Context: an optimization exercise on an open-source flow, tuned for small area and a short achievable clock period. The choices shown serve that exercise and are no tape-out recipe. At most, simulation tests tie the RTL to the original design; equivalence was not proved. Power and IR drop assume default switching activity.

==> inputs of violet <==
Design instr_trace_unit, start of the top module:
module instr_trace_unit #(
  parameter int PC_W     = 32,
  parameter int DATA_W   = 32,
  parameter int DEPTH    = 16,
  parameter int STAMP_W  = 16,
  parameter int CNT_W    = 16,
  parameter int OVR_MODE = 0
) (
  input  logic                   clk,
  input  logic                   rst,
  input  logic                   en,
  input  logic                   clr,
  input  logic                   ret_valid,
  input  logic [PC_W-1:0]        ret_pc,
  input  logic [5:0]             ret_opcode,
  input  logic [5:0]             ret_funct,
  input  logic [DATA_W-1:0]      ret_wd,
  output logic                   tr_valid,
  input  logic                   tr_ready,
  output logic [PC_W-1:0]        tr_pc,
  output logic [4:0]             tr_class,
  output logic [DATA_W-1:0]      tr_wd,
  output logic [STAMP_W-1:0]     tr_stamp,
  output logic [$clog2(DEPTH):0] level,
  output logic                   overflow,
  output logic [CNT_W-1:0]       drop_cnt,
  input  logic [4:0]             cnt_sel,
  output logic [CNT_W-1:0]       cnt_val
);
==> module trace_fifo, before the edit <==
module trace_fifo (
  input  logic        clk,
  input  logic        rst,
  input  logic        clr,
  input  logic        push,
  input  logic        ready,
  input  logic [84:0] wdata,
  output logic        valid,
  output logic [84:0] rdata,
  output logic [4:0]  level,
  output logic        overflow,
  output logic [15:0] drop_cnt
);
  logic [84:0] head_q;
  logic [84:0] buf_q [15];
  logic [84:0] head_d;
  logic [3:0]  bw_q, br_q;
  logic [4:0]  lvl_q;
  logic        ovf_q;
  logic [15:0] drop_q;
  logic        full, pop, acc, drop;
  logic        lvl0, lvl1;
  logic        head_in, head_buf, buf_wr;
  assign valid    = |lvl_q;
  assign full     = lvl_q[4];
  assign lvl0     = ~valid;
  assign lvl1     = (lvl_q == 5'd1);
  assign pop      = valid & ready & ~clr;
  assign acc      = push & ~clr & (~full | ready);
  assign drop     = push & ~clr & full & ~ready;
  assign level    = lvl_q;
  assign overflow = ovf_q;
  assign drop_cnt = drop_q;
  assign rdata    = head_q;
  assign head_in  = acc & (lvl0 | (lvl1 & pop));
  assign head_buf = pop & ~lvl0 & ~lvl1;
  assign buf_wr   = acc & ~head_in;
  always_ff @(posedge clk or negedge rst) begin
    if (!rst) begin
      bw_q   <= '0;
      br_q   <= '0;
      lvl_q  <= '0;
      ovf_q  <= 1'b0;
      drop_q <= '0;
    end else if (clr) begin
      bw_q   <= '0;
      br_q   <= '0;
      lvl_q  <= '0;
      ovf_q  <= 1'b0;
      drop_q <= '0;
    end else begin
      if (buf_wr)   bw_q <= (bw_q == 4'd14) ? 4'd0 : bw_q + 4'd1;
      if (head_buf) br_q <= (br_q == 4'd14) ? 4'd0 : br_q + 4'd1;
      if (acc & ~pop) lvl_q <= lvl_q + 5'd1;
      else if (pop & ~acc) lvl_q <= lvl_q - 5'd1;
      if (drop) begin
        ovf_q <= 1'b1;
        if (drop_q != 16'hffff) drop_q <= drop_q + 16'd1;
      end
    end
  end
  for (genvar k = 0; k < 15; k++) begin : g_ent
    always_ff @(posedge clk) begin
      if (buf_wr && bw_q == 4'(k)) buf_q[k] <= wdata;
    end
  end
  logic [15*85-1:0] buf_flat;
  logic [14:0]      rsel;
  for (genvar k = 0; k < 15; k++) begin : g_rd
    assign buf_flat[85*k +: 85] = buf_q[k];
    assign rsel[k] = head_buf & (br_q == 4'(k));
  end
  trace_rec_mux u_rmux (
    .ent   (buf_flat),
    .sel   (rsel),
    .in    (wdata),
    .in_en (head_in),
    .rec   (head_d)
  );
  always_ff @(posedge clk) begin
    if (head_in | head_buf) head_q <= head_d;
  end
endmodule
==> module trace_cnt_port, before the edit <==
module trace_cnt_port (
  input  logic [271:0] cnt,
  input  logic [4:0]   sel,
  input  logic         live,
  output logic [15:0]  val
);
  always_comb begin
    val = '0;
    for (int k = 0; k < 17; k++)
      val = val | (cnt[16*k +: 16] & {16{(sel == 5'(k)) & live}});
  end
endmodule
==> module instr_trace_unit, before the edit <==
module instr_trace_unit #(
  parameter int PC_W     = 32,
  parameter int DATA_W   = 32,
  parameter int DEPTH    = 16,
  parameter int STAMP_W  = 16,
  parameter int CNT_W    = 16,
  parameter int OVR_MODE = 0
) (
  input  logic                   clk,
  input  logic                   rst,
  input  logic                   en,
  input  logic                   clr,
  input  logic                   ret_valid,
  input  logic [PC_W-1:0]        ret_pc,
  input  logic [5:0]             ret_opcode,
  input  logic [5:0]             ret_funct,
  input  logic [DATA_W-1:0]      ret_wd,
  output logic                   tr_valid,
  input  logic                   tr_ready,
  output logic [PC_W-1:0]        tr_pc,
  output logic [4:0]             tr_class,
  output logic [DATA_W-1:0]      tr_wd,
  output logic [STAMP_W-1:0]     tr_stamp,
  output logic [$clog2(DEPTH):0] level,
  output logic                   overflow,
  output logic [CNT_W-1:0]       drop_cnt,
  input  logic [4:0]             cnt_sel,
  output logic [CNT_W-1:0]       cnt_val
);
  logic [15:0] stamp_q;
  logic        live_q;
  logic        push;
  logic [16:0] dec;
  logic [4:0]  cls;
  logic [84:0] rec_out;
  always_ff @(posedge clk or negedge rst) begin
    if (!rst) stamp_q <= '0;
    else      stamp_q <= stamp_q + 16'd1;
  end
  always_ff @(posedge clk or negedge rst) begin
    if (!rst) live_q <= 1'b0;
    else      live_q <= 1'b1;
  end
  assign push = en & ret_valid;
  trace_classify u_cls (
    .opcode (ret_opcode),
    .funct  (ret_funct),
    .dec    (dec),
    .cls    (cls)
  );
  logic [15:0] cnt_q [17];
  logic        wr, zero;
  assign wr   = push & ~clr;
  assign zero = clr | ~live_q;
  for (genvar k = 0; k < 17; k++) begin : g_cnt
    logic inc;
    assign inc = wr & dec[k] & ~(&cnt_q[k]);
    always_ff @(posedge clk) begin
      if (zero) cnt_q[k] <= {15'd0, wr & dec[k]};
      else      cnt_q[k] <= cnt_q[k] + {15'd0, inc};
    end
  end
  logic [271:0] cnt_flat;
  for (genvar k = 0; k < 17; k++) begin : g_flat
    assign cnt_flat[16*k +: 16] = cnt_q[k];
  end
  trace_cnt_port u_cport (
    .cnt  (cnt_flat),
    .sel  (cnt_sel),
    .live (live_q),
    .val  (cnt_val)
  );
  trace_fifo u_fifo (
    .clk      (clk),
    .rst      (rst),
    .clr      (clr),
    .push     (push),
    .ready    (tr_ready),
    .wdata    ({stamp_q, ret_pc, cls, ret_wd}),
    .valid    (tr_valid),
    .rdata    (rec_out),
    .level    (level),
    .overflow (overflow),
    .drop_cnt (drop_cnt)
  );
  assign {tr_stamp, tr_pc, tr_class, tr_wd} = rec_out;
endmodule
export LEC_CHECK = 0
export CAP_MARGIN = 20
export CORE_MARGIN = 2
export CORE_UTILIZATION = 55
export PLACE_DENSITY = 0.7
export SETUP_SLACK_MARGIN = 1.9
export SLEW_MARGIN = 20
export SYNTH_HIERARCHICAL = 1
export TNS_END_PERCENT = 100
create_clock -name core_clock -period 5.5 [get_ports {clk}]
standard.sh (not shown) runs the stock make flow with config.mk's settings and CLKGATE_MAP_FILE= SYNTH_SCRIPT=/design/flow/synth_recipe.tcl, a recipe that flattens the netlist after the stock synthesis.
==> flow/flow/run.sh <==
#!/bin/bash
# Own layout flow: the standard ORFS flow (standard.sh), with these
# changes passed as make variables:
#  - the counter read port (module trace_cnt_port) and
#    the head-record select (trace_rec_mux), pure
#    combinational logic with no registers, are given as a hand-mapped
#    sky130 gate netlist written by flow/gen_mux.py, in place of its RTL;
#  - slow 4-high-stack OR/NOR cells and low-power inverters are added to
#    the don't-use list, for
#    synthesis and for the resizer alike;
#  - ports are buffered with the smallest buffer (the resizer upsizes any
#    that timing needs) instead of a delay cell;
#  - clock tree synthesis inserts no dummy loads (flow/cts_args.txt).
# Each step's full output goes to a log file in the folder this runs in.
set -euo pipefail
python3 flow/gen_mux.py design.v design_mapped.v > gen_mux.log 2>&1
PLAT="sky130_fd_sc_hd__probe_p_8 sky130_fd_sc_hd__probec_p_8 sky130_fd_sc_hd__lpflow_bleeder_1 sky130_fd_sc_hd__lpflow_clkbufkapwr_1 sky130_fd_sc_hd__lpflow_clkbufkapwr_16 sky130_fd_sc_hd__lpflow_clkbufkapwr_2 sky130_fd_sc_hd__lpflow_clkbufkapwr_4 sky130_fd_sc_hd__lpflow_clkbufkapwr_8 sky130_fd_sc_hd__lpflow_clkinvkapwr_1 sky130_fd_sc_hd__lpflow_clkinvkapwr_16 sky130_fd_sc_hd__lpflow_clkinvkapwr_2 sky130_fd_sc_hd__lpflow_clkinvkapwr_4 sky130_fd_sc_hd__lpflow_clkinvkapwr_8 sky130_fd_sc_hd__lpflow_decapkapwr_12 sky130_fd_sc_hd__lpflow_decapkapwr_3 sky130_fd_sc_hd__lpflow_decapkapwr_4 sky130_fd_sc_hd__lpflow_decapkapwr_6 sky130_fd_sc_hd__lpflow_decapkapwr_8 sky130_fd_sc_hd__lpflow_inputiso0n_1 sky130_fd_sc_hd__lpflow_inputiso0p_1 sky130_fd_sc_hd__lpflow_inputiso1n_1 sky130_fd_sc_hd__lpflow_inputiso1p_1 sky130_fd_sc_hd__lpflow_inputisolatch_1 sky130_fd_sc_hd__lpflow_isobufsrc_1 sky130_fd_sc_hd__lpflow_isobufsrc_16 sky130_fd_sc_hd__lpflow_isobufsrc_2 sky130_fd_sc_hd__lpflow_isobufsrc_4 sky130_fd_sc_hd__lpflow_isobufsrc_8 sky130_fd_sc_hd__lpflow_isobufsrckapwr_16 sky130_fd_sc_hd__lpflow_lsbuf_lh_hl_isowell_tap_1 sky130_fd_sc_hd__lpflow_lsbuf_lh_hl_isowell_tap_2 sky130_fd_sc_hd__lpflow_lsbuf_lh_hl_isowell_tap_4 sky130_fd_sc_hd__lpflow_lsbuf_lh_isowell_4 sky130_fd_sc_hd__lpflow_lsbuf_lh_isowell_tap_1 sky130_fd_sc_hd__lpflow_lsbuf_lh_isowell_tap_2 sky130_fd_sc_hd__lpflow_lsbuf_lh_isowell_tap_4"
SLOW=""
for c in or4 or4b or4bb nor4 nor4b nor4bb; do
  for s in 1 2 4; do SLOW="$SLOW sky130_fd_sc_hd__${c}_${s}"; done
done
SLOW="$SLOW sky130_fd_sc_hd__clkinvlp_2 sky130_fd_sc_hd__clkinvlp_4"
VARS=(
  "VERILOG_FILES=$PWD/design_mapped.v"
  "DONT_USE_CELLS=$PLAT$SLOW"
  "BUFFER_PORTS_ARGS=-buffer_cell sky130_fd_sc_hd__buf_1"
)
if [[ -f flow/cts_args.txt ]]; then VARS+=("CTS_ARGS=$(cat flow/cts_args.txt)"); fi
bash standard.sh synth "${VARS[@]}" > synth.log 2>&1
bash standard.sh finish "${VARS[@]}" > layout.log 2>&1
==> flow/flow/cts_args.txt <==
-sink_clustering_enable -repair_clock_nets -dont_use_dummy_load -sink_clustering_size 18 -sink_clustering_max_diameter 50 -buf_list sky130_fd_sc_hd__clkbuf_8
==> flow/flow/gen_mux.py <==
#!/usr/bin/env python3
"""Write gate-level (sky130_fd_sc_hd) versions of trace_cnt_port and
trace_rec_mux, and splice them into a design file in place of the RTL ones.
usage: gen_mux.py design_in.v design_out.v"""
import re, sys

P = 'sky130_fd_sc_hd__'

def cell(lines, kind, name, **pins):
    conn = ', '.join('.%s(%s)' % (k, v) for k, v in pins.items())
    lines.append('  %s%s %s (%s);' % (P, kind, name, conn))

def cnt_port():
    """Counter read port: sel decoded to a one-hot select twice (one copy per
    half of the output bits, to halve the select fanout), then per output bit
    an AND-OR of the 17 counters: a22oi pairs, and3 groups, nand3."""
    L = ['module trace_cnt_port (', '  input  wire [271:0] cnt,', '  input  wire [4:0]   sel,',
         '  input  wire         live,', '  output wire [15:0]  val', ');']
    L.append('  wire [4:0] sn;')
    for i in range(5):
        cell(L, 'inv_2', 'u_sn%d' % i, A='sel[%d]' % i, Y='sn[%d]' % i)
    lit = lambda i, v: ('sel[%d]' % i) if v else ('sn[%d]' % i)
    for h in range(2):
        L.append('  wire [7:0] a%d;' % h)
        L.append('  wire [2:0] b%d;' % h)
        L.append('  wire [16:0] oh%d;' % h)
        for m in range(8):
            cell(L, 'nand3_2', 'u_a%d_%d' % (h, m), A=lit(0, m & 1), B=lit(1, (m >> 1) & 1),
                 C=lit(2, (m >> 2) & 1), Y='a%d[%d]' % (h, m))
        for j, (b3, b4) in enumerate([(0, 0), (1, 0), (0, 1)]):
            cell(L, 'nand3_2', 'u_b%d_%d' % (h, j), A=lit(3, b3), B=lit(4, b4), C='live',
                 Y='b%d[%d]' % (h, j))
        for k in range(17):
            cell(L, 'nor2_2', 'u_oh%d_%d' % (h, k), A='a%d[%d]' % (h, k % 8), B='b%d[%d]' % (h, k // 8),
                 Y='oh%d[%d]' % (h, k))
    for i in range(16):
        oh = 'oh%d' % (i // 8)
        L.append('  wire [8:0] t%d;' % i)
        L.append('  wire [2:0] u%d;' % i)
        c = lambda k: 'cnt[%d]' % (16 * k + i)
        for m in range(8):
            cell(L, 'a22oi_1', 'u_t%d_%d' % (i, m), A1='%s[%d]' % (oh, 2 * m), A2=c(2 * m),
                 B1='%s[%d]' % (oh, 2 * m + 1), B2=c(2 * m + 1), Y='t%d[%d]' % (i, m))
        cell(L, 'nand2_1', 'u_t%d_8' % i, A='%s[16]' % oh, B=c(16), Y='t%d[8]' % i)
        for g in range(3):
            cell(L, 'and3_1', 'u_u%d_%d' % (i, g), A='t%d[%d]' % (i, 3 * g),
                 B='t%d[%d]' % (i, 3 * g + 1), C='t%d[%d]' % (i, 3 * g + 2), X='u%d[%d]' % (i, g))
        cell(L, 'nand3_2', 'u_o%d' % i, A='u%d[0]' % i, B='u%d[1]' % i, C='u%d[2]' % i, Y='val[%d]' % i)
    L.append('endmodule')
    return '\n'.join(L) + '\n'

def rec_mux():
    L = ['module trace_rec_mux (', '  input  wire [15*85-1:0] ent,', '  input  wire [14:0]      sel,',
         '  input  wire [84:0]      in,', '  input  wire             in_en,',
         '  output wire [84:0]      rec', ');']
    for b in range(85):
        L.append('  wire [5:0] x%d;' % b)
        L.append('  wire [1:0] y%d;' % b)
        terms = [('in_en', 'in[%d]' % b)] + [('sel[%d]' % k, 'ent[%d]' % (85 * k + b)) for k in range(15)]
        for g in range(5):
            (a1, a2), (b1, b2), (c1, c2) = terms[3 * g:3 * g + 3]
            cell(L, 'a222oi_1', 'u_x%d_%d' % (b, g), A1=a1, A2=a2, B1=b1, B2=b2, C1=c1, C2=c2,
                 Y='x%d[%d]' % (b, g))
        cell(L, 'nand2_1', 'u_x%d_5' % b, A=terms[15][0], B=terms[15][1], Y='x%d[5]' % b)
        for g in range(2):
            cell(L, 'nand3_1', 'u_y%d_%d' % (b, g), A='x%d[%d]' % (b, 3 * g), B='x%d[%d]' % (b, 3 * g + 1),
                 C='x%d[%d]' % (b, 3 * g + 2), Y='y%d[%d]' % (b, g))
        cell(L, 'or2_1', 'u_r%d' % b, A='y%d[0]' % b, B='y%d[1]' % b, X='rec[%d]' % b)
    L.append('endmodule')
    return '\n'.join(L) + '\n'

def splice(src, name, body):
    m = re.search(r'^module\s+%s\b.*?^endmodule\b[^\n]*\n' % name, src, re.S | re.M)
    if not m:
        sys.exit('module %s not found' % name)
    return src[:m.start()] + body + src[m.end():]

if __name__ == '__main__':
    src = open(sys.argv[1]).read()
    src = splice(src, 'trace_cnt_port', cnt_port())
    src = splice(src, 'trace_rec_mux', rec_mux())
    open(sys.argv[2], 'w').write(src)
==> inputs of amber, as changes to violet <==
--- a/flow/design.v
+++ b/flow/design.v
@@ -60,7 +60,9 @@
 );
   logic [84:0] head_q;
   logic [84:0] buf_q [15];
-  logic [84:0] head_d;
+  logic [84:0] head_d, head_nxt;
+  logic [84:0] x;
+  logic        phase_q;
   logic [3:0]  bw_q, br_q;
   logic [4:0]  lvl_q;
   logic        ovf_q;
@@ -78,7 +80,8 @@
   assign level    = lvl_q;
   assign overflow = ovf_q;
   assign drop_cnt = drop_q;
-  assign rdata    = head_q;
+  assign rdata    = head_q ~^ {85{phase_q}};
+  assign x        = wdata ~^ {85{phase_q}};
   assign head_in  = acc & (lvl0 | (lvl1 & pop));
   assign head_buf = pop & ~lvl0 & ~lvl1;
   assign buf_wr   = acc & ~head_in;
@@ -106,10 +109,19 @@
       end
     end
   end
+  always_ff @(posedge clk or negedge rst) begin
+    if (!rst) phase_q <= 1'b0;
+    else      phase_q <= ~phase_q;
+  end
   for (genvar k = 0; k < 15; k++) begin : g_ent
-    always_ff @(posedge clk) begin
-      if (buf_wr && bw_q == 4'(k)) buf_q[k] <= wdata;
-    end
+    logic [84:0] nxt;
+    trace_hold_inv u_hold (
+      .en  (buf_wr && bw_q == 4'(k)),
+      .d   (x),
+      .q   (buf_q[k]),
+      .nxt (nxt)
+    );
+    always_ff @(posedge clk) buf_q[k] <= nxt;
   end
   logic [15*85-1:0] buf_flat;
   logic [14:0]      rsel;
@@ -120,13 +132,17 @@
   trace_rec_mux u_rmux (
     .ent   (buf_flat),
     .sel   (rsel),
-    .in    (wdata),
+    .in    (x),
     .in_en (head_in),
     .rec   (head_d)
   );
-  always_ff @(posedge clk) begin
-    if (head_in | head_buf) head_q <= head_d;
-  end
+  trace_hold_inv u_hhold (
+    .en  (head_in | head_buf),
+    .d   (head_d),
+    .q   (head_q),
+    .nxt (head_nxt)
+  );
+  always_ff @(posedge clk) head_q <= head_nxt;
 endmodule
 module trace_rec_mux (
   input  logic [15*85-1:0] ent,
@@ -140,6 +156,14 @@
     for (int k = 0; k < 15; k++)
       rec = rec | (ent[85*k +: 85] & {85{sel[k]}});
   end
+endmodule
+module trace_hold_inv (
+  input  logic        en,
+  input  logic [84:0] d,
+  input  logic [84:0] q,
+  output logic [84:0] nxt
+);
+  assign nxt = ~(en ? d : q);
 endmodule
 import trace_pkg::*;
 module instr_trace_unit #(
--- a/flow/flow/run.sh
+++ b/flow/flow/run.sh
@@ -1,7 +1,8 @@
 #!/bin/bash
 # Own layout flow: the standard ORFS flow (standard.sh), with these
 # changes passed as make variables:
-#  - the counter read port (module trace_cnt_port) and
+#  - the counter read port (module trace_cnt_port), the storage next-state
+#    logic (trace_hold_inv) and
 #    the head-record select (trace_rec_mux), pure
 #    combinational logic with no registers, are given as a hand-mapped
 #    sky130 gate netlist written by flow/gen_mux.py, in place of its RTL;
--- a/flow/flow/gen_mux.py
+++ b/flow/flow/gen_mux.py
@@ -1,6 +1,6 @@
 #!/usr/bin/env python3
-"""Write gate-level (sky130_fd_sc_hd) versions of trace_cnt_port and
-trace_rec_mux, and splice them into a design file in place of the RTL ones.
+"""Write gate-level (sky130_fd_sc_hd) versions of trace_cnt_port,
+trace_rec_mux and trace_hold_inv, and splice them into a design file in place of the RTL ones.
 usage: gen_mux.py design_in.v design_out.v"""
 import re, sys
 
@@ -69,6 +69,17 @@
     L.append('endmodule')
     return '\n'.join(L) + '\n'
 
+def hold_inv():
+    """nxt = ~(en ? d : q), one a22oi per bit."""
+    L = ['module trace_hold_inv (', '  input  wire        en,', '  input  wire [84:0] d,',
+         '  input  wire [84:0] q,', '  output wire [84:0] nxt', ');', '  wire en_n;']
+    cell(L, 'inv_2', 'u_en_n', A='en', Y='en_n')
+    for b in range(85):
+        cell(L, 'a22oi_1', 'u_n%d' % b, A1='en', A2='d[%d]' % b, B1='en_n', B2='q[%d]' % b,
+             Y='nxt[%d]' % b)
+    L.append('endmodule')
+    return '\n'.join(L) + '\n'
+
 def splice(src, name, body):
     m = re.search(r'^module\s+%s\b.*?^endmodule\b[^\n]*\n' % name, src, re.S | re.M)
     if not m:
@@ -79,4 +90,6 @@
     src = open(sys.argv[1]).read()
     src = splice(src, 'trace_cnt_port', cnt_port())
     src = splice(src, 'trace_rec_mux', rec_mux())
+    if re.search(r'^module\s+trace_hold_inv\b', src, re.M):
+        src = splice(src, 'trace_hold_inv', hold_inv())
     open(sys.argv[2], 'w').write(src)
==> inputs of zinc, as changes to violet <==
--- a/flow/design.v
+++ b/flow/design.v
@@ -33,16 +33,28 @@
       if (dec[k]) cls = 5'(k);
   end
 endmodule
-module trace_cnt_port (
+module trace_sel_dec (
+  input  logic [4:0]  sel,
+  input  logic        live,
+  output logic [16:0] oh
+);
+  logic [3:0] lo;
+  logic [4:0] hi;
+  always_comb begin
+    for (int i = 0; i < 4; i++) lo[i] = (sel[1:0] == 2'(i));
+    for (int j = 0; j < 5; j++) hi[j] = (sel[4:2] == 3'(j)) & live;
+    for (int k = 0; k < 17; k++) oh[k] = hi[k / 4] & lo[k % 4];
+  end
+endmodule
+module trace_cnt_mux (
   input  logic [271:0] cnt,
-  input  logic [4:0]   sel,
-  input  logic         live,
+  input  logic [16:0]  oh,
   output logic [15:0]  val
 );
   always_comb begin
     val = '0;
     for (int k = 0; k < 17; k++)
-      val = val | (cnt[16*k +: 16] & {16{(sel == 5'(k)) & live}});
+      val = val | (cnt[16*k +: 16] & {16{oh[k]}});
   end
 endmodule
 module trace_fifo (
@@ -208,10 +220,15 @@
   for (genvar k = 0; k < 17; k++) begin : g_flat
     assign cnt_flat[16*k +: 16] = cnt_q[k];
   end
-  trace_cnt_port u_cport (
-    .cnt  (cnt_flat),
+  logic [16:0] sel_oh;
+  trace_sel_dec u_sdec (
     .sel  (cnt_sel),
     .live (live_q),
+    .oh   (sel_oh)
+  );
+  trace_cnt_mux u_cmux (
+    .cnt  (cnt_flat),
+    .oh   (sel_oh),
     .val  (cnt_val)
   );
   trace_fifo u_fifo (
--- a/flow/flow/run.sh
+++ b/flow/flow/run.sh
@@ -1,7 +1,7 @@
 #!/bin/bash
 # Own layout flow: the standard ORFS flow (standard.sh), with these
 # changes passed as make variables:
-#  - the counter read port (module trace_cnt_port) and
+#  - the counter read port (modules trace_sel_dec and trace_cnt_mux) and
 #    the head-record select (trace_rec_mux), pure
 #    combinational logic with no registers, are given as a hand-mapped
 #    sky130 gate netlist written by flow/gen_mux.py, in place of its RTL;
==> flow/flow/cts_args.txt (replaced) <==
-sink_clustering_enable -repair_clock_nets -dont_use_dummy_load -sink_clustering_size 25 -sink_clustering_max_diameter 70 -buf_list sky130_fd_sc_hd__clkbuf_16
==> flow/flow/gen_mux.py (replaced) <==
#!/usr/bin/env python3
"""Write gate-level (sky130_fd_sc_hd) versions of trace_sel_dec and
trace_cnt_mux, and splice them into a design file in place of the RTL ones.
usage: gen_mux.py design_in.v design_out.v"""
import re, sys

P = 'sky130_fd_sc_hd__'

def cell(lines, kind, name, **pins):
    conn = ', '.join('.%s(%s)' % (k, v) for k, v in pins.items())
    lines.append('  %s%s %s (%s);' % (P, kind, name, conn))

def sel_dec():
    L = ['module trace_sel_dec (', '  input  wire [4:0]  sel,', '  input  wire        live,',
         '  output wire [16:0] oh', ');']
    L.append('  wire [4:0] sn;')
    L.append('  wire [7:0] a;')
    L.append('  wire [2:0] b;')
    for i in range(5):
        cell(L, 'inv_2', 'u_sn%d' % i, A='sel[%d]' % i, Y='sn[%d]' % i)
    lit = lambda i, v: ('sel[%d]' % i) if v else ('sn[%d]' % i)
    for m in range(8):
        cell(L, 'nand3_2', 'u_a%d' % m, A=lit(0, m & 1), B=lit(1, (m >> 1) & 1),
             C=lit(2, (m >> 2) & 1), Y='a[%d]' % m)
    for j, (b3, b4) in enumerate([(0, 0), (1, 0), (0, 1)]):
        cell(L, 'nand3_4', 'u_b%d' % j, A=lit(3, b3), B=lit(4, b4), C='live', Y='b[%d]' % j)
    for k in range(17):
        cell(L, 'nor2_4', 'u_oh%d' % k, A='a[%d]' % (k % 8), B='b[%d]' % (k // 8), Y='oh[%d]' % k)
    L.append('endmodule')
    return '\n'.join(L) + '\n'

def cnt_mux():
    L = ['module trace_cnt_mux (', '  input  wire [271:0] cnt,', '  input  wire [16:0]  oh,',
         '  output wire [15:0]  val', ');']
    for i in range(16):
        L.append('  wire [8:0] t%d;' % i)
        L.append('  wire [2:0] u%d;' % i)
        c = lambda k: 'cnt[%d]' % (16 * k + i)
        for m in range(8):
            cell(L, 'a22oi_1', 'u_t%d_%d' % (i, m), A1='oh[%d]' % (2 * m), A2=c(2 * m),
                 B1='oh[%d]' % (2 * m + 1), B2=c(2 * m + 1), Y='t%d[%d]' % (i, m))
        cell(L, 'nand2_1', 'u_t%d_8' % i, A='oh[16]', B=c(16), Y='t%d[8]' % i)
        for g in range(3):
            cell(L, 'and3_1', 'u_u%d_%d' % (i, g), A='t%d[%d]' % (i, 3 * g),
                 B='t%d[%d]' % (i, 3 * g + 1), C='t%d[%d]' % (i, 3 * g + 2), X='u%d[%d]' % (i, g))
        cell(L, 'nand3_2', 'u_o%d' % i, A='u%d[0]' % i, B='u%d[1]' % i, C='u%d[2]' % i, Y='val[%d]' % i)
    L.append('endmodule')
    return '\n'.join(L) + '\n'

def rec_mux():
    L = ['module trace_rec_mux (', '  input  wire [15*85-1:0] ent,', '  input  wire [14:0]      sel,',
         '  input  wire [84:0]      in,', '  input  wire             in_en,',
         '  output wire [84:0]      rec', ');']
    for b in range(85):
        L.append('  wire [5:0] x%d;' % b)
        L.append('  wire [1:0] y%d;' % b)
        terms = [('in_en', 'in[%d]' % b)] + [('sel[%d]' % k, 'ent[%d]' % (85 * k + b)) for k in range(15)]
        for g in range(5):
            (a1, a2), (b1, b2), (c1, c2) = terms[3 * g:3 * g + 3]
            cell(L, 'a222oi_1', 'u_x%d_%d' % (b, g), A1=a1, A2=a2, B1=b1, B2=b2, C1=c1, C2=c2,
                 Y='x%d[%d]' % (b, g))
        cell(L, 'nand2_1', 'u_x%d_5' % b, A=terms[15][0], B=terms[15][1], Y='x%d[5]' % b)
        for g in range(2):
            cell(L, 'nand3_1', 'u_y%d_%d' % (b, g), A='x%d[%d]' % (b, 3 * g), B='x%d[%d]' % (b, 3 * g + 1),
                 C='x%d[%d]' % (b, 3 * g + 2), Y='y%d[%d]' % (b, g))
        cell(L, 'or2_1', 'u_r%d' % b, A='y%d[0]' % b, B='y%d[1]' % b, X='rec[%d]' % b)
    L.append('endmodule')
    return '\n'.join(L) + '\n'

def splice(src, name, body):
    m = re.search(r'^module\s+%s\b.*?^endmodule\b[^\n]*\n' % name, src, re.S | re.M)
    if not m:
        sys.exit('module %s not found' % name)
    return src[:m.start()] + body + src[m.end():]

if __name__ == '__main__':
    src = open(sys.argv[1]).read()
    src = splice(src, 'trace_sel_dec', sel_dec())
    src = splice(src, 'trace_cnt_mux', cnt_mux())
    src = splice(src, 'trace_rec_mux', rec_mux())
    open(sys.argv[2], 'w').write(src)
==> comparison <==
The lowest synthesized cell count belongs to zinc, the highest to amber.
The highest worst hold slack belongs to zinc, the lowest to amber.
Between amber and violet, the lower utilization is in violet (gap 0.57 points).
Against amber, the clock skew of violet is lower by 0.025 ns.
The highest cell count belongs to amber, the lowest to zinc.
Against amber, the non-clock buffer count of zinc is lower by 50.
In zinc the combinational power is lower than in amber, by about 55%.
In sequential power, violet and zinc hardly differ.
The highest synthesized area belongs to violet, the lowest to amber.
zinc completed with no timing, DRC or antenna violations. violet finished with timing, DRC and antenna clean. amber completed without violations.
Function not checked in violet and amber: the RTL went through the layout flow alone.

static timing again, ports no longer ideal:
How much do the figures lean on ideal ports? The routed layouts below were timed once more, with nothing changed but the port constraints. Step 1 assumes that a clkbuf_16 drives the clock port and a buf_2 every other input. Step 2 adds t to the input delays and takes it off the output delays; t is the mean of the earliest and latest rising clock arrival at the registers after step 1. Input paths then give back, and output paths get back, about the clock's delay inside the block. Three values: ideal, step 1, step 2; two values: the first two.
| run | shift t [ns] | setup slack, ns | slew at the worst register clock pin (ns) | pins driven straight from the clock port |
|---|---|---|---|---|
| violet | 0.897 | 1.838 / 1.795 / 1.390 | 0.11 / 0.11 | 1 |
| amber | 0.926 | 1.803 / 1.750 / 1.237 | 0.11 / 0.11 | 1 |
| zinc | 0.750 | 1.861 / 1.818 / 1.375 | 0.10 / 0.10 | 1 |
After both steps every run listed still meets setup and hold. For amber, which loses most, drivers alone change the setup slack by -0.053 ns; drivers and shift together by -0.566 ns.
